Background: an optimization exercise with open tools, aiming at small area, a short achievable clock period and few clock cycles. Do not read the settings as production practice. Where RTL was checked, it was by simulation tests only, not by an equivalence proof against the original. Only the layout flow was run in runs 2 to 7; the RTL was not checked for function there. No activity file was given, so power comes from the tool's default toggle rates.

==> flow/design.v (outline; a module is shown in full before it is edited, if it fits) <==
// module kenc: 29 lines
// module mac_pp_rows: 661 lines
// module mac_rows2: 102 lines
// module cnn_layer_top: 304 lines
module cnn_layer_top (
    input  wire                   CLK,
    input  wire                   reset_i,
    input  wire                   start_i,
    output logic                  done_o,
    output logic                  wb_cyc_o,
    output logic                  wb_stb_o,
    output logic                  wb_we_o,
    output cnn_pkg::addr_t        wb_adr_o,
    output cnn_pkg::pixel_t       wb_dat_o,
    input  wire cnn_pkg::pixel_t  wb_dat_i,
    input  wire                   wb_ack_i
);
  // ...
==> flow/flow/run.sh <==
#!/bin/bash
# Layout flow: the standard ORFS flow, with two changes that leave the
# clock period and constraints as they are: timing repair aims at a setup
# slack of 7.3 ns, and the port buffers are buf_4 cells.
set -euo pipefail
bash standard.sh SETUP_SLACK_MARGIN=7.3 "BUFFER_PORTS_ARGS=-buffer_cell sky130_fd_sc_hd__buf_4" finish > standard.log 2>&1
==> flow/standard.sh <==
#!/bin/bash
# synth_recipe.tcl (not shown) runs the flow's synth.tcl, then flattens the netlist and writes it again
# the make line also repeats each setting of config.mk as NAME=value (left out here)
make -C /OpenROAD-flow-scripts/flow DESIGN_CONFIG=/design/flow/config.mk WORK_HOME=/design/flow/orfs CLKGATE_MAP_FILE= SYNTH_SCRIPT=/design/flow/synth_recipe.tcl "${@:-finish}"
==> flow/config.mk <==
export PLATFORM = sky130hd
export DESIGN_NAME = cnn_layer_top
export DESIGN_NICKNAME = cnn_layer_top
export VERILOG_FILES = /design/flow/design.v
export SDC_FILE = /design/flow/constraint.sdc
export NUM_CORES = 4
export LEC_CHECK = 0
export CAP_MARGIN = 20
export CORE_MARGIN = 2
export CORE_UTILIZATION = 40
export CTS_CLUSTER_DIAMETER = 120
export CTS_CLUSTER_SIZE = 25
export SLEW_MARGIN = 20
==> flow/constraint.sdc <==
create_clock -name core_clock -period 11.0 [get_ports {CLK}]
set_input_delay 2.2000 -clock core_clock [delete_from_list [all_inputs] [get_ports {CLK}]]
set_output_delay 2.2000 -clock core_clock [all_outputs]
set_load 0.01 [all_outputs]
==> key figures, run 1 <==
Final layout
  • Area Growth Syn to Fin: 8.887%
  • Commonest non-fill, non-tap cell in the layout: edfxtp_1
  • Seq_cells: 792
  • Multi-input gates: 1604

Placement
  • Placer's final routability congestion estimate: 0.8970
  • IO Port Bufs: 46
  • Dpl ws: 6886 ps

Synth
  • Count leader, synth: edfxtp_1
  • Synth top area cells: edfxtp_1, dfxtp_1, fa_1

CTS
  • Clk Latency, worst-skew pair: 620 ps
  • CTS root buffer: clkbuf_16

Floorplanning
  • Core area: 91660 um^2
  • Die X: 308.0 um
  • Starting density of the core: 40.32%

Setup path
  • Critical Path Start: p2_q[7]
  • Worst setup endpoint: r1_q[56]
  • CP top delay family: adder cells
  • Crit end category: register
  • Worst Reg-to-Reg Cells: 8
  • Max FO, Critical Path: 6
  • Critical Path RT: 11480 ps

Power
  • Gate power share: 50.7%
  • P_seq: 0.00406 W
  • Sw Pwr: 0.004616 W
  • Pint: 0.006945 W

Status
  • Status: finished clean

Route
  • WL final: 87810 um
  • # DRC: 0
  • Vias per cell: 5.342
  • WL met3: 5064 um

Global route
  • Initial antenna violation count: 2

Timing
  • Fin crit period: 3696 ps
Testbench counts, summed over its fixed seeds: cycles 11,904.
==> module cnn_layer_top, before the edit <==
module cnn_layer_top (
    input  wire                   CLK,
    input  wire                   reset_i,
    input  wire                   start_i,
    output logic                  done_o,
    output logic                  wb_cyc_o,
    output logic                  wb_stb_o,
    output logic                  wb_we_o,
    output cnn_pkg::addr_t        wb_adr_o,
    output cnn_pkg::pixel_t       wb_dat_o,
    input  wire cnn_pkg::pixel_t  wb_dat_i,
    input  wire                   wb_ack_i
);
    typedef logic [15:0] w16_t;
    function automatic w16_t smax(input w16_t a, input w16_t b);
        smax = ($signed(a) > $signed(b)) ? a : b;
    endfunction
    function automatic w16_t add16(input w16_t a, input w16_t b);
        logic [15:0] g, p, gn, pn;
        g = a & b;
        p = a ^ b;
        for (int d = 1; d < 16; d = d * 2) begin
            gn = g;
            pn = p;
            for (int i = d; i < 16; i++) begin
                gn[i] = g[i] | (p[i] & g[i-d]);
                pn[i] = p[i] & p[i-d];
            end
            g = gn;
            p = pn;
        end
        add16 = (a ^ b) ^ {g[14:0], 1'b0};
    endfunction
    logic        busy_q;
    logic        done_q;
    logic        cyc_q;
    logic        we_q;
    logic [6:0]  adr_q;
    w16_t        dat_q;
    logic        kst_q;
    logic [3:0]  lr_q;
    logic [3:0]  lc_q;
    logic        rd_done_q;
    logic        cur_k_q;      
    logic        cur_st_q;     
    logic        cur_s3_q;     
    logic        cur_w_q;      
    logic [1:0]  cur_row_q;    
    logic        rd_ack_w;     
    logic        kv_q;         
    w16_t        kq [0:8];
    w16_t        p0_q, p1_q, p2_q;
    logic [2:0]  seq_q;        
    logic [7:0]  ko_q [0:2], kw_q [0:2], kn_q [0:2];
    logic [63:0] r1_q;        
    logic [2:0]  a2_q;         
    w16_t        f1_q [0:7];
    w16_t        f2_q [0:7];
    w16_t        out_q;
    logic [2:0]  or_q, oc_q;   
    logic        ov_q, pv_q;
    w16_t        hm_q;
    w16_t        pm_q [0:3];
    logic [6:0]  pa_q;         
    logic [6:0]  pn_q;         
    logic [6:0]  ca_q, cn_q;   
    logic [6:0]  ra_q;         
    w16_t        ad_q;         
    logic        c_pend_q, p_pend_q;
    logic [4:0]  sh_q;
    logic free_w;
    logic launch_c, launch_p, launch_r, launch_any;
    logic rd_ok;
    logic [2:0] sh_cnt;
    assign free_w = !cyc_q || wb_ack_i;
    assign rd_ack_w = cyc_q && wb_ack_i && !we_q;
    w16_t pr_w;
    assign pr_w = smax(pm_q[0], hm_q);
    logic [2:0] or_n, oc_n;
    assign oc_n = oc_q + 3'd1;
    assign or_n = (oc_q == 3'd7) ? or_q + 3'd1 : or_q;
    always_comb begin
        sh_cnt = 3'(sh_q[0]) + 3'(sh_q[1]) + 3'(sh_q[2]);
    end
    logic c_now_w, p_now_w, c_avail_w, p_avail_w;
    assign c_now_w   = a2_q[2] && (or_n[2] || oc_n[2]);
    assign p_now_w   = pv_q && or_q[0];
    assign c_avail_w = c_pend_q || c_now_w;
    assign p_avail_w = p_pend_q || p_now_w;
    logic rd_base_w, nxt_s3_w, defer_w;
    assign rd_base_w = busy_q && !rd_done_q && !(cyc_q && cur_s3_q) && (sh_cnt <= 3'd1);
    assign nxt_s3_w  = !kst_q && (lc_q >= 4'd2) && (lr_q >= 4'd2);
    always_comb begin
        defer_w = 1'b0;
        if (rd_base_w && nxt_s3_w && !seq_q[2]) begin
            if (c_now_w && !c_pend_q && !p_avail_w)                  defer_w = 1'b1;
            if (c_pend_q && !c_now_w && !a2_q[2] && !p_avail_w)      defer_w = 1'b1;
            if (p_avail_w && !(p_pend_q && p_now_w) && !c_avail_w &&
                !a2_q[2] && !ov_q)                                   defer_w = 1'b1;
        end
    end
    assign rd_ok    = rd_base_w && ((!c_avail_w && !p_avail_w) || defer_w);
    assign launch_c = busy_q && c_avail_w && !defer_w;
    assign launch_p = busy_q && !c_avail_w && p_avail_w && !defer_w;
    assign launch_r = rd_ok;
    assign launch_any = launch_c || launch_p || launch_r;
    logic [6:0] nxt_adr_w;
    always_comb begin
        if (launch_c)      nxt_adr_w = c_pend_q ? ca_q : cn_q;
        else if (launch_p) nxt_adr_w = p_pend_q ? pa_q : pn_q;
        else               nxt_adr_w = ra_q;
    end
    logic h2_w, h1_w, h0_w;
    assign h2_w = seq_q[2];
    assign h1_w = seq_q[1] && !seq_q[2];
    assign h0_w = seq_q[0] && !seq_q[1];
    logic [2:0] seq_d;
    always_comb begin
        if (rd_ack_w && !cur_k_q && cur_st_q)
            seq_d = (cur_row_q == 2'd0) ? 3'b001 : (cur_row_q == 2'd1) ? 3'b011 : 3'b111;
        else
            seq_d = {1'b0, seq_q[2:1]};
    end
    w16_t kn_w [0:2];
    logic [7:0] ko_w [0:2], kw_w [0:2], kg_w [0:2];
    logic [2:0] ksel_w;
    always_comb begin
        if (seq_q[2:1] != 2'b00)
            ksel_w = {1'b0, seq_q[2:1]};
        else
            ksel_w = (cur_row_q == 2'd0) ? 3'b001 : (cur_row_q == 2'd1) ? 3'b011 : 3'b111;
        if (ksel_w[2]) begin
            kn_w[0] = kq[2]; kn_w[1] = kq[1]; kn_w[2] = kq[0];
        end else if (ksel_w[1]) begin
            kn_w[0] = kq[5]; kn_w[1] = kq[4]; kn_w[2] = kq[3];
        end else begin
            kn_w[0] = kq[8]; kn_w[1] = kq[7]; kn_w[2] = kq[6];
        end
    end
    kenc kenc0 (.k(kn_w[0]), .one(ko_w[0]), .two(kw_w[0]), .neg(kg_w[0]));
    kenc kenc1 (.k(kn_w[1]), .one(ko_w[1]), .two(kw_w[1]), .neg(kg_w[1]));
    kenc kenc2 (.k(kn_w[2]), .one(ko_w[2]), .two(kw_w[2]), .neg(kg_w[2]));
    logic [63:0] r1_w;
    mac_pp_rows mac_pp_rows_inst (
        .one0(ko_q[0]), .two0(kw_q[0]), .neg0(kn_q[0]),
        .one1(ko_q[1]), .two1(kw_q[1]), .neg1(kn_q[1]),
        .one2(ko_q[2]), .two2(kw_q[2]), .neg2(kn_q[2]),
        .p0(p2_q), .p1(p1_q), .p2(p0_q),
        .ad(ad_q),
        .rows(r1_w)
    );
    w16_t sum_w, sa_w, sb_w;
    always_comb begin
    end
    mac_rows2 mac_rows2_inst (
        .rows(r1_q),
        .sa(sa_w), .sb(sb_w)
    );
    assign sum_w = add16(sa_w, sb_w);
    logic fin_w;
    assign fin_w = busy_q && rd_done_q && cyc_q && we_q && wb_ack_i && !launch_any &&
                   (seq_q == 3'b000) && (a2_q == 3'b000) &&
                   !ov_q && !pv_q &&
                   !c_pend_q && !p_pend_q;
    always_ff @(posedge CLK) begin
        if (reset_i) begin
            busy_q    <= 1'b0;
            done_q    <= 1'b0;
            cyc_q     <= 1'b0;
            we_q      <= 1'b0;
            cur_s3_q  <= 1'b0;
            cur_w_q   <= 1'b0;
            seq_q     <= 3'b000;
            a2_q      <= 3'b000;
            ov_q      <= 1'b0;
            pv_q      <= 1'b0;
            c_pend_q  <= 1'b0;
            p_pend_q  <= 1'b0;
            sh_q      <= '0;
            rd_done_q <= 1'b0;
        end else begin
            done_q <= fin_w;
            if (fin_w) busy_q <= 1'b0;
            if (!busy_q && !done_q && start_i) begin
                busy_q    <= 1'b1;
                cyc_q     <= 1'b1;
                we_q      <= 1'b0;
                kst_q     <= 1'b1;
                lr_q      <= 4'd0;
                lc_q      <= 4'd1;
                rd_done_q <= 1'b0;
                cur_k_q   <= 1'b1;
                cur_st_q  <= 1'b0;
                cur_s3_q  <= 1'b0;
                cur_w_q   <= 1'b0;
                cur_row_q <= 2'd0;
                or_q      <= 3'd7;
                oc_q      <= 3'd7;
                cn_q      <= 7'(18);
                ra_q      <= 7'd1;
                sh_q      <= '0;
            end else if (busy_q) begin
                sh_q <= {sh_q[3:0], cyc_q && wb_ack_i && cur_w_q};
                if (free_w) begin
                    cyc_q <= launch_any;
                    we_q  <= launch_c || launch_p;
                    if (launch_r) begin
                        ra_q      <= (ra_q == 7'd8) ? 7'(18) : ra_q + 7'd1;
                        cur_k_q   <= kst_q;
                        cur_st_q  <= !kst_q && (lc_q >= 4'd2);
                        cur_s3_q  <= !kst_q && (lc_q >= 4'd2) && (lr_q >= 4'd2);
                        cur_w_q   <= !kst_q && (lc_q >= 4'd2) && (lr_q >= 4'd2) &&
                                     ((lr_q >= 4'd6) || (lc_q >= 4'd6) || (lr_q[0] && lc_q[0]));
                        cur_row_q <= (lr_q == 4'd0) ? 2'd0 : (lr_q == 4'd1) ? 2'd1 : 2'd2;
                        if (kst_q) begin
                            if (lc_q == 4'd8) begin
                                kst_q <= 1'b0;
                                lc_q  <= 4'd0;
                            end else begin
                                lc_q <= lc_q + 4'd1;
                            end
                        end else if (lc_q == 4'd9) begin
                            lc_q <= 4'd0;
                            lr_q <= lr_q + 4'd1;
                            if (lr_q == 4'd9) rd_done_q <= 1'b1;
                        end else begin
                            lc_q <= lc_q + 4'd1;
                        end
                    end else begin
                        cur_s3_q <= 1'b0;
                        cur_w_q  <= 1'b0;
                    end
                end
            end
            seq_q <= seq_d;
            a2_q  <= {h2_w, h1_w, h0_w};
            ov_q <= a2_q[2];
            if (a2_q[2]) begin
                or_q <= or_n;
                oc_q <= oc_n;
                ca_q <= cn_q;
                cn_q <= (oc_n == 3'd7) ? cn_q + 7'd3 : cn_q + 7'd1;
                pn_q <= 7'(18) + {1'b0, or_n[2:1], 3'b000} + {3'b000, or_n[2:1], 1'b0} + {5'b0, oc_n[2:1]};
            end
            if (free_w && launch_c) c_pend_q <= c_pend_q && c_now_w;
            else if (c_now_w)       c_pend_q <= 1'b1;
            pv_q <= ov_q && oc_q[0];
            if (free_w && launch_p) p_pend_q <= p_pend_q && p_now_w;
            else if (p_now_w)       p_pend_q <= 1'b1;
        end
    end
    always_ff @(posedge CLK) begin
        if (free_w && launch_any) begin
            adr_q <= nxt_adr_w;
            if (launch_c) dat_q <= c_pend_q ? out_q : sum_w;
            else          dat_q <= p_pend_q ? pm_q[3] : pr_w;
        end
        if (!busy_q && !done_q && start_i) begin
            adr_q <= 7'd0;
        end
        if (rd_ack_w) begin
            p0_q <= wb_dat_i;
            p1_q <= p0_q;
            p2_q <= p1_q;
        end
        kv_q <= rd_ack_w && cur_k_q;
        if (kv_q) begin
            kq[0] <= p0_q;
            for (int i = 1; i < 9; i++) kq[i] <= kq[i-1];
        end
        for (int j = 0; j < 3; j++) begin
            ko_q[j] <= ko_w[j];
            kw_q[j] <= kw_w[j];
            kn_q[j] <= kg_w[j];
        end
        r1_q <= r1_w;
        if (ksel_w[2])      ad_q <= f2_q[2'(a2_q[1]) + 2'(h1_w)];
        else if (ksel_w[1]) ad_q <= f1_q[2'(a2_q[0]) + 2'(h0_w)];
        else                ad_q <= '0;
        if (a2_q[2]) out_q <= sum_w;
        if (a2_q[1]) begin
            for (int i = 0; i < 7; i++) f2_q[i] <= f2_q[i+1];
            f2_q[7] <= sum_w;
        end
        if (a2_q[0]) begin
            for (int i = 0; i < 7; i++) f1_q[i] <= f1_q[i+1];
            f1_q[7] <= sum_w;
        end
        if (ov_q) hm_q <= oc_q[0] ? smax(hm_q, out_q) : out_q;
        if (pv_q) begin
            for (int i = 0; i < 3; i++) pm_q[i] <= pm_q[i+1];
            pm_q[3] <= or_q[0] ? pr_w : hm_q;
            if (or_q[0]) begin
                pa_q   <= pn_q;
            end
        end
    end
    assign done_o   = done_q;
    assign wb_cyc_o = cyc_q;
    assign wb_stb_o = cyc_q;
    assign wb_we_o  = we_q;
    assign wb_adr_o = {9'd0, adr_q};
    assign wb_dat_o = dat_q;
endmodule
==> run 2: changes to the inputs <==
--- a/flow/design.v
+++ b/flow/design.v
@@ -902,8 +902,7 @@
     assign p_avail_w = p_pend_q || p_now_w;
-    logic rd_base_w, nxt_s3_w, defer_w;
+    logic rd_base_w, defer_w;
     assign rd_base_w = busy_q && !rd_done_q && !(cyc_q && cur_s3_q) && (sh_cnt <= 3'd1);
-    assign nxt_s3_w  = !kst_q && (lc_q >= 4'd2) && (lr_q >= 4'd2);
     always_comb begin
         defer_w = 1'b0;
-        if (rd_base_w && nxt_s3_w && !seq_q[2]) begin
+        if (rd_base_w && !seq_q[2]) begin
             if (c_now_w && !c_pend_q && !p_avail_w)                  defer_w = 1'b1;
==> run 2 against run 1 <==
- sequential share of layout area fell by 0.31 points
- clock skew rose by 15 ps
- first-iteration DRC count rose by 7.2%
- design area rose by 0.66%
- non-clock buffer count rose by 17
- count of clock-buffer cells in the layout fell by 1
- core utilization rose by 0.36 points
- sequential power rose by 1%
- area after synthesis barely moved
- cell count rose by 0.88%
- worst hold slack got worse by 5.6 ps
- critical endpoint is now r1_q[52]
- highest routed layer is now met5
==> key figures, run 2 <==
CTS
  • Clk Latency, worst-skew pair: 640 ps (+20 ps)
  • # hold bufs at CTS: 0
  • H-Tree Depth: 2
  • Inserted Clock Buffers: 37
  • Longest Clk Path Bufs: 3
  • CTS root buffer: clkbuf_16
  • Clk pin slew, worst setup/hold paths: 110 ps
  • CTS tree: built
  • CTS sink count: 792

Final layout
  • Most flops, register: kq
  • Largest register FFs: 144
  • Ant. Diodes: 0
  • Commonest non-fill, non-tap cell in the layout: edfxtp_1
  • Ratio of cells with drive above 1 in the final layout: 11.66%
  • Area Growth Syn to Fin: 9.706%
  • Nets: 3061
  • Fillers: 8178
  • Top Registers: kq: 144 flops, f1_q: 128 flops, f2_q: 128 flops
  • Most frequent cells in the layout: edfxtp_1, a22oi_1, inv_1

Timing
  • Worst slew margin: 28.85%
  • Setup Skew: 39.52 ps
  • Setup TNS: 0 ps
  • Count of final hold-check violations: 0
  • Worst-Margin Slew: 1067 ps
  • Endpoints failing setup: 0
  • Fmax: 0.2664 GHz
  • Final cycle utilization of the critical path: 34.12%
  • Max Slew Vio Count: 0
  • Fin crit period: 3753 ps (+57.14 ps)
  • Unrepaired setup endpoints after global routing: true
  • Hold WS: 332.1 ps

Placement
  • IO Port Bufs: 46 (unchanged)
  • Final HPWL DP: 60180 um
  • Placer's final routability congestion estimate: 0.8708 (-2.9%)

Setup path
  • Critical Path AT: 4250 ps
  • Crit end category: register
  • CP Launch Type: register
  • CP Cell Sequence: a22oi_1, xor2_1, fa_1, fa_2, fa_2, inv_2, fa_2, fa_2
  • CP most frequent cell: fa_2
  • CP top delay family: adder cells
  • CP Class: register to register
  • Worst path max stage delay: 570 ps
  • Worst reg2reg path startpoint: kw_q[1][0]
  • WP buf/inv: 1
  • Critical Path Start: kw_q[1][0]
  • Critical Path RT: 11500 ps (+20 ps)
  • Max FO, Critical Path: 15 (+9)
  • Crit path max-delay cell type: fa_2

Synth
  • Fraction of synthesized area in multiplexers: 2.243%
  • Compound-cell area share of the yosys netlist: 9.953%
  • Synth top area cells: edfxtp_1, dfxtp_1, fa_1
  • Adder-cell share of the synthesized area: 12.10%
  • Post-synth EDFFs: 612
  • Yosys top cell area share: 49.78%
  • Synthesized area: 36920 um^2
  • Top FF cell, synth: edfxtp_1
  • Largest family of logic cells by synthesized area: adder cells
  • Yosys top cell by area: edfxtp_1
  • Gate Count Post-Synth: 2740
  • Post-Synth XOR/XNOR Area: 7.401%
  • Count leader, synth: edfxtp_1
  • YS warnings: 20
  • Sequential fraction of the synthesis area: 59.54%
  • Post-Synth Simple-Gate Area: 5.151%
  • Post-synth cell types: 71
  • Synth Area per Inst: 13.47 um^2
  • Most common library cells after synthesis: edfxtp_1, a22oi_1, dfxtp_1
  • Synthesized flop and latch total: 792
  • Ys async rst share: 0%

Route
  • Drt wl/cell: 21.94 um
  • Vias per cell: 5.411 (+1.3%)
  • Number of routed nets with antenna violations: 0
  • # DRC: 0 (unchanged)
  • Via Count: 21642
  • Initial DRC Count: 2323
  • WL final: 87750 um (about the same)
  • DR pass1 iterations: 7

Global route
  • Total congestion overflow: 0
  • GRT Overall Usage: 18.41%
  • Largest net degree at the start of global routing: 86
  • Number of global-route vias before repair: 21513
  • First-pass GRT wire length: 132800 um
  • Initial antenna violation count: 1 (-1)

Min path
  • Hold Startpoint: ad_q[1]
  • Min-delay worst type: register to register

Power
  • PD cells: 298.4 nW/um^2
  • Leak: 14.54 nW
  • Peak supply drop: 0.5060 mV

Floorplanning
  • # rows: 111
  • Die X: 307.8 um (about the same)
  • Starting density of the core: 40.34% (about the same)
  • Core area: 91520 um^2 (-0.15%)
  • Die area: 94750 um^2
  • Die Height: 307.8 um
  • Top-Level Pins: 56

Status
  • Status: finished clean

Flow run
  • Max-Cap Viols: 0
[run 2: cell types whose count changed after synthesis, moves of 12 or more]
cell | before | now
a211oi_1 | 4 | 17
nand2_1 | 174 | 147
nor2_1 | 92 | 129
o211a_1 | 12 | 0
o21ai_0 | 84 | 17
o21ai_1 | 19 | 96
o22ai_1 | 30 | 17
[run 2: path summary, 6_finish.rpt]
check                           cells past startpoint  slack, ps  endpoint
worst max-delay path                                8       7250  r1_q[52]
worst min-delay path                                0        330   r1_q[4]
worst max register to register                      8       7250  r1_q[52]
worst min register to register                      0        330   r1_q[4]
[run 2: metal layers]
layer / share of wire (%) / GRT usage [%]
met1: 46 / 27.16
met2: 46 / 28.21
met3: 5.8 / 2.477
met4: 2.9 / 5.706
met5: 0.015 / 0
[run 2: worst register-to-register path, cell delays in order, from the launching register on]
cell and delay, ps:
dfxtp_2 550, a22oi_1 190, xor2_1 320, fa_1 500
fa_2 470, fa_2 550, inv_2 40, fa_2 570
fa_2 420
[run 2: cells by family (layout without fill, tap and decap cells)]
family	Yosys count	in the layout
AOI/OAI and AO/OA	547	547
xor gates and xnor gates	312	312
other	1	9
adders and majority gates	257	257
muxes	82	82
buffers and inverters	335	401
and+or+nand+nor	414	414
DFF	792	792
[run 2: per-stage QoR]
stage	util, %	power [W]	cell area [um^2]	setup slack (ps)	instances
after floorplan	-	0.007628	36970	7307	2748
after global placement	41.86	0.009659	38310	6582	3841
after detailed placement	41.87	0.009778	38330	6459	3841
after CTS	43.69	0.01189	39990	7162	3961
after global routing	44.25	0.01290	40500	7111	4000
final	44.25	0.01209	40500	7247	4000
[run 2: timing repair]
action,4_1_cts,5_1_grt
pin swaps,17,47
endpoints found under the setup margin,39,57
setup buffers,52,39
endpoints found under the hold margin,0,0
resized for setup,51,59
[run 2: final cells by class]
class | instances | area, um^2 | share of cell area (%)
Multi-Input combinational cell | 1621 | 14000 | 34.56
Clock inverter | 5 | 73.82 | 0.1823
Sequential cell | 792 | 22050 | 54.45
Timing Repair Buffer | 157 | 1210 | 2.987
Tap cell | 1186 | 1484 | 3.664
Clock buffer | 63 | 1023 | 2.527
Inverter | 176 | 660.6 | 1.631
[run 2: power breakdown]
part | internal [W] | switching, W
Clock | 0.000656 | 0.000941
Sequential | 0.00388 | 0.000219
Combinational | 0.00263 | 0.00376
Total | 0.00716 | 0.00492
==> run 3: changes to the inputs <==
--- a/flow/design.v
+++ b/flow/design.v
@@ -873,3 +873,3 @@
     logic [2:0]  or_q, oc_q;   
-    logic        ov_q, pv_q;
+    logic        ov_q;
     w16_t        hm_q;
@@ -889,4 +889,6 @@
     assign rd_ack_w = cyc_q && wb_ack_i && !we_q;
-    w16_t pr_w;
-    assign pr_w = smax(pm_q[0], hm_q);
+    w16_t m_w, x_w, pr_w;
+    assign m_w  = smax(hm_q, out_q);
+    assign x_w  = smax(pm_q[0], hm_q);
+    assign pr_w = smax(x_w, out_q);
     logic [2:0] or_n, oc_n;
@@ -895,3 +897,3 @@
     always_comb begin
-        sh_cnt = 3'(sh_q[0]) + 3'(sh_q[1]) + 3'(sh_q[2]);
+        sh_cnt = 3'(sh_q[0]) + 3'(sh_q[1]);
     end
@@ -899,3 +901,3 @@
     assign c_now_w   = a2_q[2] && (or_n[2] || oc_n[2]);
-    assign p_now_w   = pv_q && or_q[0];
+    assign p_now_w   = ov_q && oc_q[0] && or_q[0];
     assign c_avail_w = c_pend_q || c_now_w;
@@ -974,3 +976,3 @@
                    (seq_q == 3'b000) && (a2_q == 3'b000) &&
-                   !ov_q && !pv_q &&
+                   !ov_q &&
                    !c_pend_q && !p_pend_q;
@@ -987,3 +989,2 @@
             ov_q      <= 1'b0;
-            pv_q      <= 1'b0;
             c_pend_q  <= 1'b0;
@@ -1058,3 +1059,2 @@
             else if (c_now_w)       c_pend_q <= 1'b1;
-            pv_q <= ov_q && oc_q[0];
             if (free_w && launch_p) p_pend_q <= p_pend_q && p_now_w;
@@ -1100,9 +1100,7 @@
         end
-        if (ov_q) hm_q <= oc_q[0] ? smax(hm_q, out_q) : out_q;
-        if (pv_q) begin
+        if (ov_q && !oc_q[0]) hm_q <= out_q;
+        if (ov_q && oc_q[0]) begin
             for (int i = 0; i < 3; i++) pm_q[i] <= pm_q[i+1];
-            pm_q[3] <= or_q[0] ? pr_w : hm_q;
-            if (or_q[0]) begin
-                pa_q   <= pn_q;
-            end
+            pm_q[3] <= or_q[0] ? pr_w : m_w;
+            if (or_q[0]) pa_q <= pn_q;
         end
==> run 3 against run 2 <==
- largest power group unchanged
- still clean
- sequential power is 1% lower
- clock power is 4% higher
- clock skew is 5.3 ps lower
- highest routed layer unchanged
- synthesized cell count is 2.9% higher
- register-to-register slack worse by 510 ps
- area after synthesis is 2.2% higher
- critical endpoint is now dat_q[12]
- die area is 2.2% higher
- largest cell class unchanged
==> key figures, run 3 <==
Setup path
  • Crit path max-delay cell type: or4_1
  • Critical Path Start: hm_q[1]
  • CP Launch Type: register
  • Worst reg2reg path startpoint: hm_q[1]
  • CP most frequent cell: o21a_1
  • Crit end category: register
  • CP Class: register to register
  • CP Cell Sequence: inv_2, ha_4, nor2b_4, o21a_1, o21a_1, o311a_4, buf_4, o21a_4, o211ai_1, ha_1, o21a_1, o21ai_0, o211a_1, a21oi_4, buf_6, or4_1, o211ai_1, a31oi_1
  • Critical Path AT: 4630 ps (+380 ps)
  • Critical Path RT: 11360 ps (-140 ps)
  • Max FO, Critical Path: 4 (-11)
  • Worst path max stage delay: 470 ps (-100 ps)

Global route
  • First-pass GRT wire length: 145300 um (+9.4%)
  • Number of global-route vias before repair: 22911 (+6.5%)
  • Initial antenna violation count: 3 (+2)
  • Largest net degree at the start of global routing: 97 (+13%)
  • GRT Overall Usage: 19.69% (+1.3 points)
  • Total congestion overflow: 0 (unchanged)

Timing
  • Fmax: 0.2345 GHz (-12%)
  • Max Slew Vio Count: 0 (unchanged)
  • Count of final hold-check violations: 0 (unchanged)
  • Final cycle utilization of the critical path: 38.77% (+4.6 points)
  • Worst-Margin Slew: 1110 ps (+42.79 ps)
  • Worst slew margin: 25.99% (-2.9 points)
  • Endpoints failing setup: 0 (unchanged)
  • Setup TNS: 0 ps (unchanged)
  • Fin crit period: 4265 ps (+511.2 ps)
  • Unrepaired setup endpoints after global routing: true
  • Setup Skew: 34.21 ps (-5.310 ps)

Synth
  • Yosys top cell by area: edfxtp_1
  • Gate Count Post-Synth: 2819 (+2.9%)
  • Most common library cells after synthesis: edfxtp_1, a22oi_1, dfxtp_1
  • Ys async rst share: 0% (unchanged)
  • Count leader, synth: edfxtp_1
  • Synthesized flop and latch total: 790 (-0.25%)
  • Sequential fraction of the synthesis area: 58.13% (-1.4 points)
  • Post-synth cell types: 75 (+5.6%)
  • YS warnings: 20 (unchanged)
  • Synth top area cells: edfxtp_1, dfxtp_1, fa_1
  • Top FF cell, synth: edfxtp_1
  • Synthesized area: 37740 um^2 (+2.2%)
  • Yosys top cell area share: 48.69% (-1.1 points)
  • Post-synth EDFFs: 612 (unchanged)
  • Synth Area per Inst: 13.39 um^2 (-0.63%)

Final layout
  • Util after Layout: 45.31% (+1.1 points)
  • Most flops, register: kq
  • Design Area, Final: 42350 um^2 (+4.6%)
  • Area Growth Syn to Fin: 12.20%
  • Reg area: 22010 um^2 (-0.17%)
  • Largest register FFs: 144 (unchanged)
  • Fillers: 8494 (+3.9%)
  • Commonest non-fill, non-tap cell in the layout: edfxtp_1
  • Ratio of cells with drive above 1 in the final layout: 14.46% (+2.8 points)
  • Top Registers: kq: 144 flops, f1_q: 128 flops, f2_q: 128 flops
  • Most frequent cells in the layout: edfxtp_1, a22oi_1, buf_4
  • Ant. Diodes: 0 (unchanged)
  • Post-Layout Cell Count: 4193 (+4.8%)
  • Nets: 3199 (+4.5%)
  • Multi-input gate area: 15260 um^2 (+9.0%)

Placement
  • Placed Instances: 3999 (+4.1%)
  • Final HPWL DP: 65770 um (+9.3%)
  • Placed cell area: 39320 um^2 (+2.6%)
  • Placer's final routability congestion estimate: 0.8940 (+2.7%)
  • IO Port Bufs: 46 (unchanged)

Route
  • Initial DRC Count: 2274 (-2.1%)
  • # DRC: 0 (unchanged)
  • WL final: 97610 um (+11%)
  • Vias per cell: 5.432 (+0.39%)
  • Drt wl/cell: 23.28 um (+6.1%)
  • Via Count: 22775 (+5.2%)
  • DR pass1 iterations: 5 (-2)
  • Number of routed nets with antenna violations: 0 (unchanged)

CTS
  • CTS sink count: 790 (-0.25%)
  • CTS root buffer: clkbuf_16
  • Longest Clk Path Bufs: 3 (unchanged)
  • Clk pin slew, worst setup/hold paths: 110 ps (about the same)
  • Inserted Clock Buffers: 39 (+5.4%)
  • H-Tree Depth: 2 (unchanged)
  • Clk Latency, worst-skew pair: 620 ps (-20 ps)
  • # hold bufs at CTS: 0 (unchanged)
  • CTS tree: built

Floorplanning
  • Die Height: 311.2 um (+1.1%)
  • Core area: 93470 um^2 (+2.1%)
  • Starting density of the core: 40.38% (+0.042 points)
  • # rows: 112 (+0.90%)
  • Top-Level Pins: 56 (unchanged)
  • Die area: 96840 um^2 (+2.2%)
  • Die X: 311.2 um (+1.1%)

Power
  • Peak supply drop: 0.3574 mV (-29%)
  • PD cells: 289.3 nW/um^2 (-3.0%)
  • Leak: 15.28 nW (+5.1%)

Min path
  • Min-delay worst type: register to register
  • Hold Startpoint: ad_q[1]

Status
  • Status: finished clean

Flow run
  • Max-Cap Viols: 0 (unchanged)
[run 3: cell types whose count changed after synthesis, sizes merged, moves of 8 or more]
cell    change
o21ai      -20
buf         -8
clkbuf     +11
o22ai      +11
and2       +12
mux2i      +12
a21oi      +16
ha         +15
nor2       -13
[run 3: what timing repair did]
action,4_1_cts,5_1_grt
pin swaps,44,54
setup endpoints to repair,113,96
cloned,5,0
buffers inserted,69,47
resized for setup,108,77
[run 3: through the flow]
stage	hold slack (ps)	worst slack, ps	total power, W
2_1_floorplan	309.6	6911	0.007259
3_3_place_gp	320.8	5050	0.009684
3_5_place_dp	324.3	5051	0.009702
4_1_cts	343.4	6771	0.01216
5_1_grt	348.2	6539	0.01303
6_report	343.6	6735	0.01225
[run 3: final cells by class]
class / count / share of cell area [%]
well taps: 1254 / 3.705
clock buffers: 63 / 2.541
clock inverters: 9 / 0.2304
flip-flops and latches: 790 / 51.98
inverters: 181 / 1.610
repair buffers: 198 / 3.885
multi-input cells: 1698 / 36.04
[run 3: logic make-up after synthesis]
kind of cell | synth area share, %
other | 0.009935
and+or+nand+nor | 5.238
DFF | 58.13
buffers and inverters | 3.590
AOI/OAI and AO/OA | 10.74
adders and majority gates | 12.30
xor gates and xnor gates | 7.263
muxes | 2.722
[run 3: path summary, 6_finish.rpt]
kind	endpoint	slack, ps	depth (start not counted)
hold reg to reg	r1_q[4]	340	0
hold / removal	r1_q[4]	340	0
setup / recovery	dat_q[12]	6740	18
setup reg to reg	dat_q[12]	6740	18
[run 3: routing by layer]
metal | track usage [%] | wire, um | vias up
met5 | 0 | 11 | -
li1 | - | - | 10275
met3 | 3.706 | 6990 | 137
met1 | 29.05 | 44620 | 11555
met4 | 5.083 | 2276 | 2
met2 | 29.82 | 43720 | 806
[run 3: report_power, final]
group / internal, W / switching, W
combinational: 0.00264 / 0.00388
sequential: 0.00385 / 0.000207
clock: 0.000700 / 0.000974
total: 0.00719 / 0.00506
[run 3: worst max-delay path, delay by kind of cell, from the launching register on]
kind,cells,cell delay (ps)
flops,1,420
compound gates,11,2090
simple gates,2,590
buf+inv,3,390
fa+ha+maj,2,530
==> run 4: changes to the inputs <==
--- a/flow/design.v
+++ b/flow/design.v
@@ -889,6 +889,5 @@
     assign rd_ack_w = cyc_q && wb_ack_i && !we_q;
-    w16_t m_w, x_w, pr_w;
+    w16_t m_w, pr_w, x_q;
     assign m_w  = smax(hm_q, out_q);
-    assign x_w  = smax(pm_q[0], hm_q);
-    assign pr_w = smax(x_w, out_q);
+    assign pr_w = smax(x_q, out_q);
     logic [2:0] or_n, oc_n;
@@ -1100,2 +1099,3 @@
         end
+        x_q <= smax(pm_q[0], hm_q);
         if (ov_q && !oc_q[0]) hm_q <= out_q;
==> run 4 against run 3 <==
- combinational power is 7.7% lower
- die area grew 0.35%
- via count shrank 2.6%
- wire length down 6.5%
- clock skew rose by 1.8 ps
- area after synthesis grew 0.35%
- count of clock-buffer cells in the layout up 1
- flip-flop and latch count increased by 16
- design area down 2.1%
- clock power about the same
- critical path type unchanged
- largest cell class unchanged
- highest routed layer is now met4
==> key figures, run 4 <==
Route
  • WL final: 91300 um (-6.5%)
  • Vias per cell: 5.385 (-0.86%)
  • Drt wl/cell: 22.16 um (-4.8%)
  • Initial DRC Count: 2354 (+3.5%)
  • Number of routed nets with antenna violations: 0 (unchanged)
  • DR pass1 iterations: 6 (+1)
  • Via Count: 22187 (-2.6%)
  • # DRC: 0 (unchanged)

Placement
  • Placed cell area: 39350 um^2 (about the same)
  • Final HPWL DP: 64240 um (-2.3%)
  • Placer's final routability congestion estimate: 0.8973 (+0.37%)
  • Dpl ws: 7014 ps (+1963 ps)
  • IO Port Bufs: 46 (unchanged)

CTS
  • Clk pin slew, worst setup/hold paths: 100 ps (about the same)
  • Clk Latency, worst-skew pair: 630 ps (about the same)
  • Inserted Clock Buffers: 38 (-2.6%)
  • CTS root buffer: clkbuf_16
  • Longest Clk Path Bufs: 3 (unchanged)
  • # hold bufs at CTS: 0 (unchanged)
  • H-Tree Depth: 2 (unchanged)
  • CTS sink count: 806 (+2.0%)
  • CTS tree: built

Setup path
  • Critical Path RT: 11510 ps (+150 ps)
  • Crit end category: register
  • Worst Reg-to-Reg Cells: 10 (-8)
  • CP Launch Type: register
  • Critical Path AT: 4210 ps (-420 ps)
  • Max FO, Critical Path: 5 (+1)
  • CP Class: register to register

Power
  • Peak supply drop: 0.4797 mV (+34%)
  • PD cells: 285.2 nW/um^2 (-1.4%)
  • Leak: 15.07 nW (-1.4%)

Final layout
  • Top Registers: kq: 144 flops, f1_q: 128 flops, f2_q: 128 flops
  • Nets: 3128 (-2.2%)
  • Area Growth Syn to Fin: 9.441%
  • Util after Layout: 44.28% (-1.0 points)
  • Reg area: 22320 um^2 (+1.4%)
  • Ratio of cells with drive above 1 in the final layout: 11.44% (-3.0 points)
  • Commonest non-fill, non-tap cell in the layout: edfxtp_1
  • Most frequent cells in the layout: edfxtp_1, a22oi_1, xnor2_1
  • Most flops, register: kq
  • Ant. Diodes: 0 (unchanged)
  • Fillers: 8527 (+0.39%)
  • Largest register FFs: 144 (unchanged)
  • Design Area, Final: 41450 um^2 (-2.1%)
  • Multi-input gate area: 14590 um^2 (-4.4%)

Floorplanning
  • Die Height: 311.7 um (+0.17%)
  • Top-Level Pins: 56 (unchanged)
  • # rows: 112 (unchanged)
  • Core area: 93610 um^2 (+0.15%)
  • Die area: 97170 um^2 (+0.35%)
  • Starting density of the core: 40.46% (+0.081 points)
  • Die X: 311.7 um (+0.17%)

Timing
  • Final cycle utilization of the critical path: 33.68% (-5.1 points)
  • Max Slew Vio Count: 0 (unchanged)
  • Hold WS: 343.1 ps (-0.4030 ps)
  • Fin crit period: 3705 ps (-559.6 ps)
  • Post-route setup slack: 7295 ps (+559.6 ps)
  • Setup Skew: 35.99 ps (+1.779 ps)
  • Worst-Margin Slew: 1069 ps (-41.08 ps)
  • Setup TNS: 0 ps (unchanged)
  • Fmax: 0.2699 GHz (+15%)
  • Worst slew margin: 27.98% (+2.0 points)
  • Unrepaired setup endpoints after global routing: true
  • Endpoints failing setup: 0 (unchanged)
  • Count of final hold-check violations: 0 (unchanged)

Synth
  • Largest family of logic cells by synthesized area: adder cells
  • Synthesized area: 37880 um^2 (+0.35%)
  • Post-Synth XOR/XNOR Area: 7.237% (-0.025 points)
  • YS warnings: 20 (unchanged)
  • Top FF cell, synth: edfxtp_1
  • Ys async rst share: 0% (unchanged)
  • Yosys top cell area share: 48.52% (-0.17 points)
  • Sequential fraction of the synthesis area: 58.77% (+0.64 points)
  • Post-synth cell types: 60 (-20%)
  • Count leader, synth: edfxtp_1
  • Synth top area cells: edfxtp_1, dfxtp_1, fa_1
  • Synth Area per Inst: 13.57 um^2 (+1.4%)
  • Gate Count Post-Synth: 2791 (-0.99%)
  • Yosys top cell by area: edfxtp_1
  • Fraction of synthesized area in multiplexers: 3.802% (+1.1 points)
  • Post-Synth Simple-Gate Area: 4.565% (-0.67 points)
  • Synthesized flop and latch total: 806 (+2.0%)
  • Most common library cells after synthesis: edfxtp_1, a22oi_1, dfxtp_1
  • Post-synth EDFFs: 612 (unchanged)
  • Adder-cell share of the synthesized area: 12.29% (-0.017 points)
  • Compound-cell area share of the yosys netlist: 9.831% (-0.91 points)

Global route
  • First-pass GRT wire length: 138300 um (-4.8%)
  • GRT Overall Usage: 18.50% (-1.2 points)
  • Largest net degree at the start of global routing: 87 (-10%)
  • Total congestion overflow: 0 (unchanged)
  • Initial antenna violation count: 0 (-3)
  • Number of global-route vias before repair: 21949 (-4.2%)

Flow run
  • Max-Cap Viols: 0 (unchanged)

Status
  • Status: finished clean

Min path
  • Worst Hold Depth: 0 (unchanged)
  • Min-delay worst type: register to register
run 4: changes by cell type after synthesis, sizes merged, moves of 9 or more:
| cell | delta |
|---|---|
| a22o | -9 |
| o21ai | +19 |
| inv | -9 |
| dfxtp | +16 |
| nand2 | -12 |
| mux2 | +10 |
| o21bai | +15 |
| clkbuf | -13 |
| buf | +9 |
| mux2i | +30 |
| and2 | -10 |
| o22ai | -9 |
| o211ai | -9 |
run 4: through the flow:
step | std cells | total power, W
2_1_floorplan | 2799 | 0.007757
3_3_place_gp | 3962 | 0.009550
3_5_place_dp | 3962 | 0.009728
4_1_cts | 4077 | 0.01171
5_1_grt | 4120 | 0.01268
6_report | 4120 | 0.01182
run 4: critical path, stage by stage (launching register included):
cell and delay, ps:
edfxtp_1 550, buf_4 200, buf_4 130, buf_4 140, a22oi_1 220, xnor2_1 190
fa_1 560, fa_1 540, fa_1 550, inv_1 50, fa_1 460
run 4: cell families after synthesis:
kind of cell / count (synthesis)
mux: 141
other cells: 1
simple gates: 372
xor+xnor: 313
compound gates: 555
fa+ha+maj: 272
buf+inv: 331
flops: 806
run 4: metal layers:
layer	global-route usage [%]	wire length, um	vias to the layer above
met5	0	0	-
met4	4.491	2033	0
met3	2.536	5936	117
met2	28.55	41680	783
met1	27.57	41640	11272
li1	-	-	10015
run 4: cell type report:
cell class,count,share of cell area [%]
tap,1254,3.785
clock inverter,5,0.1962
multi-input combinational,1662,35.19
sequential,806,53.85
inverter,173,1.570
clock buffer,64,2.529
timing repair buffer,156,2.873
run 4: repair_timing:
item	CTS	global route
setup buffers	46	43
endpoints found under the setup margin	28	26
pin swaps	4	31
cloned	0	0
resized for setup	38	48
run 4: final timing paths:
| kind | startpoint | end | slack, ps |
|---|---|---|---|
| setup / recovery | p2_q[4] | r1_q[32] | 7290 |
| setup reg to reg | p2_q[4] | r1_q[32] | 7290 |
| hold / removal | ad_q[0] | r1_q[1] | 340 |
| hold reg to reg | ad_q[0] | r1_q[1] | 340 |
run 4: power breakdown:
| group | internal, W | total [W] | switching, W |
|---|---|---|---|
| sequential | 0.00394 | 0.00417 | 0.000230 |
| combinational | 0.00254 | 0.00602 | 0.00348 |
| clock | 0.000676 | 0.00164 | 0.000962 |
==> run 5: changes to the inputs <==
==> flow/flow/run.sh (replaced) <==
#!/bin/bash
# Layout flow: the standard ORFS flow, with two changes that leave the
# clock period and constraints as they are: timing repair aims at a setup
# slack of 7.6 ns, and the port buffers are buf_4 cells.
set -euo pipefail
bash standard.sh SETUP_SLACK_MARGIN=7.6 "BUFFER_PORTS_ARGS=-buffer_cell sky130_fd_sc_hd__buf_4" finish > standard.log 2>&1
==> run 5 against run 4 <==
- total power grew 10%
- sequential power is essentially flat
- cell count is 0.44% higher
- largest cell class unchanged
- synthesized cell count stayed put
- worst setup slack got worse by 3.9 ps
==> key figures, run 5 <==
Route
  • WL final: 92220 um (+1.0%)
  • Via Count: 22100 (-0.39%)
  • Met2 wire length: 41860 um (+0.41%)
  • Number of routed nets with antenna violations: 0 (unchanged)
  • # DRC: 0 (unchanged)
  • Top Metal Used: met5
  • Routed metal-1 wire length: 42110 um (+1.1%)
  • Drt wl/cell: 22.29 um (+0.57%)
  • Initial DRC Count: 2186 (-7.1%)
  • Vias per cell: 5.341 (-0.83%)
  • DR pass1 iterations: 6 (unchanged)
  • WL met3: 6154 um (+3.7%)

Min path
  • Worst Hold Depth: 0 (unchanged)
  • Hold Startpoint: ad_q[0]
  • Worst hold path endpoint: r1_q[1]
  • Min-delay worst type: register to register

Final layout
  • Ratio of cells with drive above 1 in the final layout: 14.53% (+3.1 points)
  • Commonest non-fill, non-tap cell in the layout: edfxtp_1
  • Nets: 3145 (+0.54%)
  • Most frequent cells in the layout: edfxtp_1, a22oi_1, xnor2_1
  • Most flops, register: kq
  • Ant. Diodes: 0 (unchanged)
  • Top Registers: kq: 144 flops, f1_q: 128 flops, f2_q: 128 flops
  • Area Growth Syn to Fin: 11.15%
  • Largest register FFs: 144 (unchanged)
  • Multi-input gate area: 14970 um^2 (+2.6%)
  • Reg area: 22340 um^2 (about the same)
  • Fillers: 8433 (-1.1%)

Synth
  • Sequential fraction of the synthesis area: 58.77% (unchanged)
  • Most common library cells after synthesis: edfxtp_1, a22oi_1, dfxtp_1
  • Post-Synth Simple-Gate Area: 4.565% (unchanged)
  • Gate Count Post-Synth: 2791 (unchanged)
  • Synthesized flop and latch total: 806 (unchanged)
  • Largest family of logic cells by synthesized area: adder cells
  • Compound-cell area share of the yosys netlist: 9.831% (unchanged)
  • Yosys top cell area share: 48.52% (unchanged)
  • Post-synth cell types: 60 (unchanged)
  • Top FF cell, synth: edfxtp_1
  • Ys async rst share: 0% (unchanged)
  • Count leader, synth: edfxtp_1
  • Fraction of synthesized area in multiplexers: 3.802% (unchanged)
  • YS warnings: 20 (unchanged)
  • Yosys top cell by area: edfxtp_1
  • Synthesized area: 37880 um^2 (unchanged)
  • Synth top area cells: edfxtp_1, dfxtp_1, fa_1
  • Adder-cell share of the synthesized area: 12.29% (unchanged)
  • Post-Synth XOR/XNOR Area: 7.237% (unchanged)
  • Post-synth EDFFs: 612 (unchanged)
  • Synth Area per Inst: 13.57 um^2 (unchanged)

CTS
  • Clk pin slew, worst setup/hold paths: 110 ps (about the same)
  • H-Tree Depth: 2 (unchanged)
  • CTS tree: built
  • # hold bufs at CTS: 0 (unchanged)
  • Longest Clk Path Bufs: 3 (unchanged)
  • Clk Latency, worst-skew pair: 640 ps (about the same)
  • CTS sink count: 806 (unchanged)
  • Inserted Clock Buffers: 38 (unchanged)
  • CTS root buffer: clkbuf_16

Global route
  • Initial antenna violation count: 3 (+3)
  • First-pass GRT wire length: 139900 um (+1.2%)
  • Number of global-route vias before repair: 22153 (+0.93%)
  • Largest net degree at the start of global routing: 97 (+11%)
  • Total congestion overflow: 0 (unchanged)
  • GRT Overall Usage: 18.72% (+0.22 points)

Power
  • PD cells: 309.6 nW/um^2 (+8.6%)
  • Peak supply drop: 0.5879 mV (+23%)
  • Leak: 15.22 nW (+1.0%)
  • Tot Pwr: 0.01303 W (+10%)

Placement
  • Placer's final routability congestion estimate: 0.9121 (+1.6%)
  • Final HPWL DP: 63760 um (-0.75%)
  • IO Port Bufs: 46 (unchanged)

Setup path
  • CP Cell Sequence: buf_6, a22oi_2, xnor2_2, fa_2, inv_2, fa_2, fa_2, inv_2, fa_2, fa_1
  • CP Class: register to register
  • Reg2Reg Setup Slack: 7290 ps (about the same)
  • Worst reg2reg path startpoint: p2_q[8]
  • Critical Path AT: 4220 ps (about the same)
  • Crit end category: register
  • CP Launch Type: register
  • CP most frequent cell: fa_2
  • Worst path max stage delay: 560 ps (about the same)
  • Reg-to-Reg End: r1_q[48]
  • Worst Reg-to-Reg Cells: 10 (unchanged)
  • Critical Path RT: 11510 ps (about the same)
  • Max FO, Critical Path: 6 (+1)
  • Crit path max-delay cell type: edfxtp_1

Status
  • Status: finished clean

Timing
  • Endpoints failing setup: 0 (unchanged)
  • Setup Skew: 27.96 ps (-8.028 ps)
  • Worst slew margin: 24.65% (-3.3 points)
  • Fin crit period: 3709 ps (+3.920 ps)
  • Worst-Margin Slew: 1118 ps (+49.48 ps)
  • Final cycle utilization of the critical path: 33.72% (+0.036 points)
  • Setup TNS: 0 ps (unchanged)
  • Unrepaired setup endpoints after global routing: true
  • Max Slew Vio Count: 0 (unchanged)
  • Fmax: 0.2696 GHz (-0.11%)
  • Count of final hold-check violations: 0 (unchanged)

Flow run
  • Max-Cap Viols: 0 (unchanged)

Floorplanning
  • Starting density of the core: 40.46% (unchanged)
  • Core area: 93610 um^2 (unchanged)
  • # rows: 112 (unchanged)
  • Die X: 311.7 um (unchanged)
  • Top-Level Pins: 56 (unchanged)
  • Die area: 97170 um^2 (unchanged)
  • Die Height: 311.7 um (unchanged)
## run 5: timing repair
| item | 4_1_cts | 5_1_grt |
|---|---|---|
| pin swaps | 65 | 59 |
| endpoints found under the setup margin | 99 | 92 |
| gates resized for setup | 114 | 67 |
| buffers inserted | 79 | 24 |
## run 5: worst max path at each step
stage                           from  endpoint  depth (start not counted)
after floorplan             wb_ack_i  seq_q[1]                          5
after global placement    kn_q[0][0]  r1_q[56]                          7
after detailed placement  kn_q[1][1]  r1_q[52]                          7
after CTS                    p2_q[8]  r1_q[52]                          9
after global routing         p2_q[8]  r1_q[52]                          9
final                        p2_q[8]  r1_q[48]                         10
## run 5: layout make-up
cell class                 count  share of cell area [%]
clock inverter                 5                  0.2051
timing repair buffer         173                   3.415
clock buffer                  65                   2.499
sequential                   806                   53.06
tap                         1254                   3.727
multi-input combinational   1662                   35.55
inverter                     173                   1.551
## run 5: metal layers
| layer | GRT usage (%) | vias to the layer above |
|---|---|---|
| met5 | 0 | - |
| met4 | 4.644 | 2 |
| met3 | 3.035 | 141 |
| met2 | 28.70 | 731 |
| met1 | 27.71 | 11188 |
| li1 | - | 10038 |
## run 5: where the power goes
group	total (W)	internal [W]	switching, W
logic	0.00723	0.00329	0.00394
clock network	0.00165	0.000677	0.000969
registers	0.00416	0.00393	0.000224
## run 5: metrics by stage
stage / hold slack (ps) / utilization (%) / instances / cell area [um^2] / worst slack, ps
2_1_floorplan: 309.6 / - / 2799 / 38170 / 7374
3_3_place_gp: 321.0 / 42.17 / 3965 / 39480 / 7054
3_5_place_dp: 322.6 / 42.18 / 3965 / 39480 / 7012
4_1_cts: 357.9 / 44.47 / 4114 / 41620 / 7310
5_1_grt: 363.4 / 44.97 / 4138 / 42100 / 7228
6_report: 354.1 / 44.97 / 4138 / 42100 / 7291
## run 5: cells by family after synthesis
logic type               Yosys count
adder cells (fa/ha/maj)          272
multiplexers                     141
other                              1
flip-flops                       806
AND/OR/NAND/NOR                  372
buffers and inverters            331
XOR/XNOR                         313
AO/OA/AOI/OAI                    555
## run 5: critical path: cells and delay by family (launching register included)
| kind | cells | cell delay (ps) |
|---|---|---|
| flops | 1 | 560 |
| xor+xnor | 1 | 120 |
| compound gates | 1 | 170 |
| buf+inv | 3 | 280 |
| fa+ha+maj | 5 | 2490 |
==> run 6: changes to the inputs <==
--- a/flow/design.v
+++ b/flow/design.v
@@ -889,5 +889,6 @@
     assign rd_ack_w = cyc_q && wb_ack_i && !we_q;
-    w16_t m_w, pr_w, x_q;
+    w16_t m_w, x_w, pr_w;
     assign m_w  = smax(hm_q, out_q);
-    assign pr_w = smax(x_q, out_q);
+    assign x_w  = smax(pm_q[0], hm_q);
+    assign pr_w = smax(x_w, out_q);
     logic [2:0] or_n, oc_n;
@@ -1099,3 +1100,2 @@
         end
-        x_q <= smax(pm_q[0], hm_q);
         if (ov_q && !oc_q[0]) hm_q <= out_q;
==> flow/flow/run.sh (replaced) <==
#!/bin/bash
# Layout flow: the standard ORFS flow, with two changes that leave the
# clock period and constraints as they are: timing repair aims at a setup
# slack of 7.5 ns, and the port buffers are buf_4 cells.
set -euo pipefail
bash standard.sh SETUP_SLACK_MARGIN=7.5 "BUFFER_PORTS_ARGS=-buffer_cell sky130_fd_sc_hd__buf_4" finish > standard.log 2>&1
==> run 6 against run 5 <==
- maximum frequency decreased by 17%
- combinational power is 7.6% lower
- clock power hardly changed
- largest cell class unchanged
==> key figures, run 6 <==
Status
  • Status: finished clean

Floorplanning
  • Core area: 93470 um^2 (-0.15%)
  • # rows: 112 (unchanged)
  • Die Height: 311.2 um (-0.17%)
  • Starting density of the core: 40.38% (-0.081 points)
  • Die X: 311.2 um (-0.17%)
  • Top-Level Pins: 56 (unchanged)
  • Die area: 96840 um^2 (-0.35%)

Timing
  • Max Slew Vio Count: 0 (unchanged)
  • Endpoints failing setup: 0 (unchanged)
  • Post-route setup slack: 6558 ps (-733.0 ps)
  • Setup TNS: 0 ps (unchanged)
  • Final cycle utilization of the critical path: 40.38% (+6.7 points)
  • Setup Skew: 39.92 ps (+11.96 ps)
  • Fin crit period: 4442 ps (+733.0 ps)
  • Fmax: 0.2251 GHz (-17%)
  • Count of final hold-check violations: 0 (unchanged)
  • Worst-Margin Slew: 1078 ps (-40.56 ps)
  • Worst slew margin: 28.14% (+3.5 points)
  • Unrepaired setup endpoints after global routing: true

Synth
  • Top FF cell, synth: edfxtp_1
  • Synthesized flop and latch total: 790 (-2.0%)
  • Ys async rst share: 0% (unchanged)
  • Gate Count Post-Synth: 2819 (+1.0%)
  • Post-synth EDFFs: 612 (unchanged)
  • Yosys top cell area share: 48.69% (+0.17 points)
  • Post-synth cell types: 75 (+25%)
  • Synth Area per Inst: 13.39 um^2 (-1.3%)
  • Synth top area cells: edfxtp_1, dfxtp_1, fa_1
  • YS warnings: 20 (unchanged)
  • Synthesized area: 37740 um^2 (-0.35%)
  • Count leader, synth: edfxtp_1
  • Sequential fraction of the synthesis area: 58.13% (-0.64 points)
  • Yosys top cell by area: edfxtp_1
  • Most common library cells after synthesis: edfxtp_1, a22oi_1, dfxtp_1

Placement
  • Dpl ws: 4897 ps (-2114 ps)
  • Final HPWL DP: 65680 um (+3.0%)
  • Placer's final routability congestion estimate: 0.8941 (-2.0%)
  • IO Port Bufs: 46 (unchanged)

Route
  • Number of routed nets with antenna violations: 0 (unchanged)
  • DR pass1 iterations: 6 (unchanged)
  • Initial DRC Count: 2188 (+0.091%)
  • WL final: 98760 um (+7.1%)
  • Via Count: 23159 (+4.8%)
  • Drt wl/cell: 23.36 um (+4.8%)
  • # DRC: 0 (unchanged)
  • Vias per cell: 5.479 (+2.6%)

Setup path
  • Crit end category: register
  • CP Class: register to register
  • Critical Path AT: 4810 ps (+590 ps)
  • Worst path max stage delay: 470 ps (-90 ps)
  • Worst Reg-to-Reg Cells: 20 (+10)
  • CP most frequent cell: o21a_1
  • CP Cell Sequence: inv_2, ha_4, nor2b_4, o21a_1, o21a_1, o311a_4, o21ai_4, buf_12, nand2_8, mux2_4, ha_1, nand4_1, nor2_2, nand2_2, o32ai_4, a21oi_4, buf_6, or4_1, o211ai_1, a21oi_1
  • Max FO, Critical Path: 8 (+2)
  • Critical Path RT: 11370 ps (-140 ps)
  • Crit path max-delay cell type: or4_1
  • CP Launch Type: register

Final layout
  • Nets: 3233 (+2.8%)
  • Util after Layout: 45.84% (+0.87 points)
  • Most frequent cells in the layout: edfxtp_1, buf_4, a22oi_1
  • Commonest non-fill, non-tap cell in the layout: edfxtp_1
  • Top Registers: kq: 144 flops, f1_q: 128 flops, f2_q: 128 flops
  • Area Growth Syn to Fin: 13.53%
  • Most flops, register: kq
  • Largest register FFs: 144 (unchanged)
  • Ratio of cells with drive above 1 in the final layout: 17.06% (+2.5 points)

CTS
  • Clk pin slew, worst setup/hold paths: 120 ps (about the same)
  • CTS tree: built
  • Inserted Clock Buffers: 38 (unchanged)
  • CTS sink count: 790 (-2.0%)
  • # hold bufs at CTS: 0 (unchanged)
  • Clk Latency, worst-skew pair: 610 ps (-30 ps)
  • CTS root buffer: clkbuf_16
  • Longest Clk Path Bufs: 3 (unchanged)
  • H-Tree Depth: 2 (unchanged)

Min path
  • Min-delay worst type: register to register
  • Worst Hold Depth: 0 (unchanged)

Global route
  • Initial antenna violation count: 1 (-2)
  • Largest net degree at the start of global routing: 97 (unchanged)
  • First-pass GRT wire length: 147600 um (+5.5%)
  • Total congestion overflow: 0 (unchanged)
  • Number of global-route vias before repair: 23213 (+4.8%)
  • GRT Overall Usage: 19.98% (+1.3 points)

Power
  • Leak: 15.46 nW (+1.6%)
  • PD cells: 289.0 nW/um^2 (-6.7%)
  • Peak supply drop: 0.7282 mV (+24%)

Flow run
  • Max-Cap Viols: 0 (unchanged)
## run 6: cell types whose count changed after synthesis, moves of 11 or more
cell      before  now
nand2_1      130  141
o21ai_0       89   73
mux2i_1      118   88
buf_2         23    9
o21bai_1      16    1
dfxtp_1      194  178
clkbuf_1     110  123
## run 6: path summary, 6_finish.rpt
| kind | start | end | slack (ps) |
|---|---|---|---|
| worst min register to register | ad_q[0] | r1_q[1] | 340 |
| worst max-delay path | hm_q[1] | dat_q[10] | 6560 |
| worst max register to register | hm_q[1] | dat_q[10] | 6560 |
| worst min-delay path | ad_q[0] | r1_q[1] | 340 |
## run 6: final cells by class
cell class	instances	area, um^2
well taps	1254	1569
clock buffers	65	1074
multi-input cells	1700	15450
flip-flops and latches	790	22040
fillers	8337	50620
inverters	181	691.9
clock inverters	5	67.56
diodes	1	2.502
repair buffers	231	1957
## run 6: kinds of logic after synthesis
group / after synthesis / share of synthesized area, %
flops: 790 / 58.13
compound gates: 584 / 10.74
simple gates: 416 / 5.238
buf+inv: 343 / 3.590
xor+xnor: 313 / 7.263
fa+ha+maj: 271 / 12.30
mux: 101 / 2.722
other cells: 1 / 0.009935
## run 6: where the power goes
part,switching [W],internal [W]
clock,0.000950,0.000690
combinational,0.00395,0.00273
sequential,0.000210,0.00385
## run 6: stage by stage
step	hold slack, ps	cell area, um^2	total power, W	cells
floorplan	309.6	37930	0.007262	2827
global placement	319.5	39340	0.009851	3997
detailed placement	319.9	39350	0.009881	3997
CTS	348.2	42110	0.01218	4183
global route	356.5	42850	0.01314	4227
finish	343.4	42850	0.01238	4227
## run 6: timing repair
action / in CTS / in global routing
gates cloned: 6 / 0
pin swaps: 73 / 63
buffers inserted: 110 / 43
setup endpoints to repair: 125 / 94
resized for setup: 163 / 91
## run 6: metal layers
metal	vias up	share of wire [%]	global-route usage [%]	wire, um
li1	10354	-	-	-
met1	11724	45	29.46	44650
met2	913	45	30.19	43950
met3	168	7.4	3.386	7357
met4	0	2.8	5.940	2798
met5	-	0	0	0
## run 6: critical path: cells and delay by family (launching register included)
kind	cells	cell delay [ps]
AO/OA/AOI/OAI	8	1500
AND/OR/NAND/NOR	6	1030
adder cells (fa/ha/maj)	2	490
flip-flops	1	420
buffers and inverters	3	410
multiplexers	1	340
==> run 7: changes to the inputs <==
--- a/flow/design.v
+++ b/flow/design.v
@@ -876,5 +876,3 @@
     w16_t        pm_q [0:3];
-    logic [6:0]  pa_q;         
-    logic [6:0]  pn_q;         
-    logic [6:0]  ca_q, cn_q;   
+    logic [3:0]  pa_q;         
     logic [6:0]  ra_q;         
@@ -889,6 +887,5 @@
     assign rd_ack_w = cyc_q && wb_ack_i && !we_q;
-    w16_t m_w, x_w, pr_w;
+    w16_t m_w, pr_w, x_q;
     assign m_w  = smax(hm_q, out_q);
-    assign x_w  = smax(pm_q[0], hm_q);
-    assign pr_w = smax(x_w, out_q);
+    assign pr_w = smax(x_q, out_q);
     logic [2:0] or_n, oc_n;
@@ -920,6 +917,14 @@
     assign launch_any = launch_c || launch_p || launch_r;
+    function automatic logic [6:0] img_adr(input logic [2:0] r, input logic [2:0] c);
+        img_adr = 7'(18) + {1'b0, r, 3'b000} + {3'b000, r, 1'b0} + {4'b0000, c};
+    endfunction
+    logic [6:0] ca_w, cn_w, pn_w, pa_w;
+    assign ca_w = img_adr(or_q, oc_q);
+    assign cn_w = img_adr(or_n, oc_n);
+    assign pn_w = img_adr({1'b0, or_q[2:1]}, {1'b0, oc_q[2:1]});
+    assign pa_w = img_adr({1'b0, pa_q[3:2]}, {1'b0, pa_q[1:0]});
     logic [6:0] nxt_adr_w;
     always_comb begin
-        if (launch_c)      nxt_adr_w = c_pend_q ? ca_q : cn_q;
-        else if (launch_p) nxt_adr_w = p_pend_q ? pa_q : pn_q;
+        if (launch_c)      nxt_adr_w = c_pend_q ? ca_w : cn_w;
+        else if (launch_p) nxt_adr_w = p_pend_q ? pa_w : pn_w;
         else               nxt_adr_w = ra_q;
@@ -1011,3 +1016,2 @@
                 oc_q      <= 3'd7;
-                cn_q      <= 7'(18);
                 ra_q      <= 7'd1;
@@ -1053,5 +1057,2 @@
                 oc_q <= oc_n;
-                ca_q <= cn_q;
-                cn_q <= (oc_n == 3'd7) ? cn_q + 7'd3 : cn_q + 7'd1;
-                pn_q <= 7'(18) + {1'b0, or_n[2:1], 3'b000} + {3'b000, or_n[2:1], 1'b0} + {5'b0, oc_n[2:1]};
             end
@@ -1100,2 +1101,3 @@
         end
+        x_q <= smax(pm_q[0], hm_q);
         if (ov_q && !oc_q[0]) hm_q <= out_q;
@@ -1104,3 +1106,3 @@
             pm_q[3] <= or_q[0] ? pr_w : m_w;
-            if (or_q[0]) pa_q <= pn_q;
+            if (or_q[0]) pa_q <= {or_q[2:1], oc_q[2:1]};
         end
==> flow/flow/run.sh (replaced) <==
#!/bin/bash
# Layout flow: the standard ORFS flow, with two changes that leave the
# clock period and constraints as they are: timing repair aims at a setup
# slack of 7.3 ns, and the port buffers are buf_4 cells.
set -euo pipefail
bash standard.sh SETUP_SLACK_MARGIN=7.3 "BUFFER_PORTS_ARGS=-buffer_cell sky130_fd_sc_hd__buf_4" finish > standard.log 2>&1
==> run 7 against run 6 <==
- critical endpoint is now r1_q[56]
- maximum frequency up 22%
- die area down 0.68%
- cell count fell by 2.5%
- combinational power shrank 13%
- clock power down 2%
- count of clock-buffer cells in the layout is 2 lower
==> key figures, run 7 <==
Status
  • Status: finished clean

Setup path
  • CP Cell Sequence: a22oi_2, xor2_1, fa_2, fa_1, fa_1, inv_1, fa_1, fa_1
  • Crit path max-delay cell type: edfxtp_1
  • Critical Path RT: 11500 ps (+130 ps)
  • Critical Path AT: 4150 ps (-660 ps)
  • Crit end category: register
  • Max FO, Critical Path: 6 (-2)
  • CP Launch Type: register

Final layout
  • Top Registers: kq: 144 flops, f1_q: 128 flops, f2_q: 128 flops
  • Area Growth Syn to Fin: 9.479%
  • Commonest non-fill, non-tap cell in the layout: edfxtp_1
  • Nets: 3147 (-2.7%)
  • Most flops, register: kq
  • Post-Layout Cell Count: 4123 (-2.5%)

Global route
  • First-pass GRT wire length: 139100 um (-5.8%)
  • Initial antenna violation count: 1 (unchanged)

CTS
  • CTS sink count: 784 (-0.76%)
  • H-Tree Depth: 2 (unchanged)
  • Longest Clk Path Bufs: 3 (unchanged)
  • # hold bufs at CTS: 0 (unchanged)
  • CTS tree: built

Floorplanning
  • Die X: 310.1 um (-0.34%)
  • # rows: 112 (unchanged)
  • Starting density of the core: 40.29% (-0.096 points)
  • Core area: 93050 um^2 (-0.45%)

Synth
  • Yosys top cell area share: 47.26% (-1.4 points)
  • Count leader, synth: edfxtp_1
  • Synth top area cells: edfxtp_1, dfxtp_1, fa_1
  • Compound-cell area share of the yosys netlist: 10.21% (-0.53 points)
  • Post-synth EDFFs: 590 (-3.6%)
  • Post-synth cell types: 72 (-4.0%)
  • Most common library cells after synthesis: edfxtp_1, a22oi_1, dfxtp_1
  • YS warnings: 20 (unchanged)
  • Yosys top cell by area: edfxtp_1

Route
  • WL final: 91780 um (-7.1%)
  • Drt wl/cell: 22.26 um (-4.7%)
  • Vias per cell: 5.374 (-1.9%)
  • # DRC: 0 (unchanged)

Placement
  • IO Port Bufs: 46 (unchanged)
  • Placed Instances: 3990 (-0.18%)
  • Placer's final routability congestion estimate: 0.9170 (+2.6%)

Timing
  • Fmax: 0.2740 GHz (+22%)
  • Fin crit period: 3649 ps (-792.9 ps)
  • Setup TNS: 0 ps (unchanged)
  • Endpoints failing setup: 0 (unchanged)
  • Worst-Margin Slew: 1060 ps (-17.89 ps)

Power
  • Peak supply drop: 0.4621 mV (-37%)
  • Tot Pwr: 0.01139 W (-8.0%)

Min path
  • Min-delay worst type: register to register
==> run 7: area by class of cell <==
class                           instances  area, um^2  share of cell area [%]
Sequential cell                       784       21660                   52.77
Multi-Input combinational cell       1701       14940                   36.41
Tap cell                             1254        1569                   3.823
Timing Repair Buffer                  137        1090                   2.655
Clock buffer                           63        1023                   2.494
Inverter                              177       665.6                   1.622
Clock inverter                          5       87.58                  0.2134
Antenna cell                            2       5.005                 0.01220
==> run 7: worst max-delay path, delay by kind of cell, from the launching register on <==
| family | cells | cell delay (ps) |
|---|---|---|
| xor+xnor | 1 | 220 |
| buf+inv | 1 | 50 |
| compound gates | 1 | 260 |
| flops | 1 | 570 |
| fa+ha+maj | 5 | 2420 |
==> run 7: cells by family after synthesis <==
kind of cell,count (synthesis)
AO/OA/AOI/OAI,565
adder cells (fa/ha/maj),290
AND/OR/NAND/NOR,404
XOR/XNOR,313
other,1
multiplexers,120
buffers and inverters,335
flip-flops,784
==> run 7: per-stage QoR <==
stage	utilization (%)	cell area (um^2)	setup slack (ps)	hold WS, ps
3_3_place_gp	41.93	39020	6831	321.9
2_1_floorplan	-	37540	7325	309.6
6_report	44.11	41040	7351	342.9
3_5_place_dp	41.93	39020	6827	314.3
5_1_grt	44.10	41030	7224	362.1
4_1_cts	43.46	40440	7246	343.8
==> run 7: worst paths after layout <==
kind              startpoint        to  slack (ps)  cells past startpoint
setup / recovery     p2_q[6]  r1_q[56]        7350                      8
hold / removal       ad_q[0]   r1_q[1]         340                      0
setup reg to reg     p2_q[6]  r1_q[56]        7350                      8
hold reg to reg      ad_q[0]   r1_q[1]         340                      0
==> run 7: where the power goes <==
part | internal [W] | switching, W | leakage [nW]
Clock | 0.000659 | 0.000944 | 0.526
Sequential | 0.00380 | 0.000200 | 6.97
Combinational | 0.00237 | 0.00341 | 7.41
==> run 7: layer usage <==
layer  global-route usage, %  part of all wire (%)  vias up
met1                   28.24                    46    11286
met2                   29.83                    46      699
li1                        -                     -    10059
met3                   2.466                   5.8      112
met5                       0                     0        -
met4                   4.617                   2.0        0
==> run 7: what timing repair did <==
item,in CTS,in global routing
gates resized for setup,39,69
setup endpoints to repair,55,40
gates cloned,0,0
buffers inserted,26,36
pin swaps,2,44

[port drivers added, routing unchanged]
In the flow no input, the clock included, has a driving cell. The finished layouts below were timed again as built, in two steps. Step 1 assumes that a clkbuf_16 drives the clock port and a buf_2 every other input. Step 2 moves the port delays by t, midway between the first and last clock arrival at a register: inputs arrive t later, outputs are due t later. That takes back most of the time a late clock gives input paths. a / b / c = ideal ports / drivers / drivers and shift; a / b = the first two.
run	shift t [ns]	setup WS [ns]	clock arrival spread, ns	worst data-port slew with drivers (ns)
run 1	0.671	7.304 / 7.304 / 6.847	0.027 / 0.027	0.05
run 2	0.692	7.247 / 7.247 / 6.838	0.043 / 0.043	0.04
run 3	0.674	6.735 / 6.735 / 6.735	0.037 / 0.037	0.09
run 4	0.689	7.295 / 7.295 / 7.105	0.045 / 0.045	0.05
run 5	0.683	7.291 / 7.291 / 7.033	0.031 / 0.031	0.06
run 6	0.663	6.558 / 6.558 / 6.558	0.041 / 0.042	0.10
run 7	0.687	7.351 / 7.351 / 7.136	0.030 / 0.030	0.04
After both steps every run listed still meets setup and hold. The setup slack of run 1, which loses most, moves by 0.000 ns with the drivers and by -0.457 ns with both steps.
